Background: an optimization exercise with open tools, aiming at small area and a short achievable clock period. Do not read the settings as production practice. Where RTL was checked, it was by simulation tests only, not by an equivalence proof against the original.

Design pkt_router_mc, start of the top module:
module pkt_router_mc
#(
  parameter int unsigned PKT_BITS  = pkt_router_pkg::DEF_PKT_BITS,
  parameter int unsigned KEY_BITS  = pkt_router_pkg::DEF_KEY_BITS,
  parameter int unsigned KEY_LSB   = pkt_router_pkg::DEF_KEY_LSB,
  parameter int unsigned NUM_CHANS = pkt_router_pkg::DEF_NUM_CHANS,
  parameter int unsigned NUM_RREGS = pkt_router_pkg::DEF_NUM_RREGS
) (
  input  logic                           clk,
  input  logic                           reset,
  input  logic [31:0]                    drop_wait_in,
  input  logic [NUM_RREGS*KEY_BITS-1:0]  reg_key_in,
  input  logic [NUM_RREGS*KEY_BITS-1:0]  reg_mask_in,
  input  logic [NUM_RREGS*NUM_CHANS-1:0] reg_route_in,
  input  logic [PKT_BITS-1:0]            pkt_in_data_in,
  input  logic                           pkt_in_vld_in,
  output logic                           pkt_in_rdy_out,
  output logic [NUM_CHANS*PKT_BITS-1:0]  pkt_out_data_out,
  output logic [NUM_CHANS-1:0]           pkt_out_vld_out,
  input  logic [NUM_CHANS-1:0]           pkt_out_rdy_in,
  output logic [1:0]                     rt_cnt_out
);
Size: roughly 2600 cells after synthesis, about 700 flip-flops, roughly 1900 I/O pins, roughly 33000 um2 of cells after synthesis.
Settings: LEC_CHECK=0, CAP_MARGIN=20, CORE_AREA=2 2 318 318, DIE_AREA=0 0 320 320, SLEW_MARGIN=20; clock period 6.0 ns.
standard.sh (not shown) runs the stock make flow with config.mk's settings and CLKGATE_MAP_FILE= SYNTH_SCRIPT=/design/flow/synth_recipe.tcl, a recipe that flattens the netlist after the stock synthesis.
==> flow/flow/run.sh <==
#!/bin/bash
# Standard ORFS layout with smaller (buf_1) port buffers and denser pin
# placement, so the die can shrink. Make output goes to flow_make.log; ORFS
# keeps each step's tool log under orfs/logs.
set -euo pipefail
bash standard.sh \
  'BUFFER_PORTS_ARGS=-buffer_cell sky130_fd_sc_hd__buf_1' \
  'PLACE_PINS_ARGS=-min_distance 1 -min_distance_in_tracks' \
  finish > flow_make.log 2>&1
The first run stopped in global routing.
Rerun with:
--- a/flow/flow/run.sh
+++ b/flow/flow/run.sh
@@ -7,2 +7,3 @@
   'BUFFER_PORTS_ARGS=-buffer_cell sky130_fd_sc_hd__buf_1' \
+  'ROUTING_LAYER_ADJUSTMENT=0.1' \
   'PLACE_PINS_ARGS=-min_distance 1 -min_distance_in_tracks' \
The changed run aborted during global routing.
Area after synthesis does not change.
Synthesized cell count does not change.
Rerun with:
--- a/flow/flow/run.sh
+++ b/flow/flow/run.sh
@@ -7,3 +7,2 @@
   'BUFFER_PORTS_ARGS=-buffer_cell sky130_fd_sc_hd__buf_1' \
-  'ROUTING_LAYER_ADJUSTMENT=0.1' \
   'PLACE_PINS_ARGS=-min_distance 1 -min_distance_in_tracks' \
- CORE_AREA: 2 2 318 318 -> 2 2 278 278
- DIE_AREA: 0 0 320 320 -> 0 0 280 280
Outcome:
- The changed run stopped in global routing with GRT-0116
- synthesized cell count does not change
- area after synthesis is unchanged
No run of this note included a check of the RTL's function; only the layout flow was run.

Another version of the RTL of pkt_router_mc (not shown whole).
Size: ~2,900 cells after synthesis, roughly 1,900 I/O pins, about 0.033 sq mm of cells after synthesis.
==> flow/config.mk <==
export PLATFORM = sky130hd
export DESIGN_NAME = pkt_router_mc
export DESIGN_NICKNAME = pkt_router_mc
export VERILOG_FILES = /design/flow/design.v
export SDC_FILE = /design/flow/constraint.sdc
export NUM_CORES = 4
export LEC_CHECK = 0
export CAP_MARGIN = 20
export CORE_AREA = 2 2 358 358
export DIE_AREA = 0 0 360 360
export SETUP_SLACK_MARGIN = 2.85
export SLEW_MARGIN = 20
export SYNTH_HIERARCHICAL = 1
export SYNTH_MINIMUM_KEEP_SIZE = 0
==> flow/constraint.sdc <==
create_clock -name core_clock -period 6.0 [get_ports {clk}]
set_input_delay 1.2000 -clock core_clock [delete_from_list [all_inputs] [get_ports {clk}]]
set_output_delay 1.2000 -clock core_clock [all_outputs]
set_load 0.01 [all_outputs]
==> flow/flow/run.sh <==
#!/bin/bash
# Standard ORFS layout with:
#  - buf_1 port buffers (every port still gets its own buffer),
#  - denser pin placement, with the handshake/control pins kept together
#    and the clock pin alone in the middle of the left edge (io_pre.tcl),
#  - a lower global-routing layer derating (fastroute.tcl),
#  - a clock tree of clkbuf_8 over sink clusters of at most 15 flops within
#    50 um, without dummy loads.
# Make output goes to flow_make.log; ORFS keeps each step's tool log under
# orfs/logs.
set -euo pipefail
here=$(pwd)
bash standard.sh \
  'BUFFER_PORTS_ARGS=-buffer_cell sky130_fd_sc_hd__buf_1' \
  'PLACE_PINS_ARGS=-min_distance 1 -min_distance_in_tracks -exclude left:175-185 -group_pins {pkt_out_rdy_in[0] pkt_out_rdy_in[1] pkt_out_rdy_in[2] pkt_out_rdy_in[3] pkt_out_rdy_in[4] pkt_out_rdy_in[5] pkt_out_rdy_in[6] pkt_out_rdy_in[7] pkt_in_rdy_out rt_cnt_out[0] rt_cnt_out[1] reset}' \
  "FASTROUTE_TCL=$here/flow/fastroute.tcl" \
  "PRE_IO_PLACEMENT_TCL=$here/flow/io_pre.tcl" \
  'CTS_ARGS=-sink_clustering_enable -repair_clock_nets -dont_use_dummy_load -sink_clustering_size 15 -sink_clustering_max_diameter 50 -buf_list {sky130_fd_sc_hd__clkbuf_8}' \
  finish > flow_make.log 2>&1
==> flow/flow/fastroute.tcl <==
set_global_routing_layer_adjustment $::env(MIN_ROUTING_LAYER)-$::env(MAX_ROUTING_LAYER) 0.1

set_routing_layers -clock $::env(MIN_CLK_ROUTING_LAYER)-$::env(MAX_ROUTING_LAYER)
set_routing_layers -signal $::env(MIN_ROUTING_LAYER)-$::env(MAX_ROUTING_LAYER)
==> flow/flow/io_pre.tcl <==
# Place the clock pin by hand in the middle of the left edge, on met3 (a
# clock routing layer, so its wire needs no via stack at the pin), and keep
# every other pin at least 5 um away from it (-exclude in PLACE_PINS_ARGS):
# with neighbouring pins on adjacent tracks the router cannot clear the
# clock wire's spacing.
place_pin -pin_name clk -layer met3 -location {0 179.86} -pin_size {0.8 0.3} -force_to_die_boundary
The starting point finished clean.
Edit:
SETUP_SLACK_MARGIN = 3.1   (was 2.85)
Effect:
- The changed run passed the timing, DRC and antenna checks
- synthesized area stays the same
- global-route usage rises by 0.25 points
- core utilization rises by 0.33 points
- first-iteration DRC count rises by 3.6%
- setup slack loses 43 ps
- design area rises by 0.94%
- wire length rises by 1.0%
- clock-buffer cell count falls by 2
- sequential cell count does not change

==> static timing again, ports no longer ideal <==
In the flow no input, the clock included, has a driving cell. The finished layouts below were timed again as built, in two steps. Step 1, drivers: a clkbuf_16 drives clk and a buf_2 each remaining input, both assumed. Step 2 adds t to the input delays and takes it off the output delays; t is the mean of the earliest and latest rising clock arrival at the registers after step 1. Input paths then give back, and output paths get back, about the clock's delay inside the block. a / b / c = ideal / step 1 / step 2; a / b = the first two.
| run | t, ns | setup WS [ns] | worst setup path after step 2 | pins driven straight from the clock port |
|---|---|---|---|---|
| the first run of note 2 | 0.793 | 2.777 / 2.696 / 1.991 | input to register | 1 |
| the second run of note 2 | 0.791 | 2.734 / 2.597 / 2.252 | input to register | 1 |
After both steps setup and hold are still met in every run listed. For the first run of note 2, which loses most, drivers alone change the setup slack by -0.081 ns; drivers and shift together by -0.786 ns.
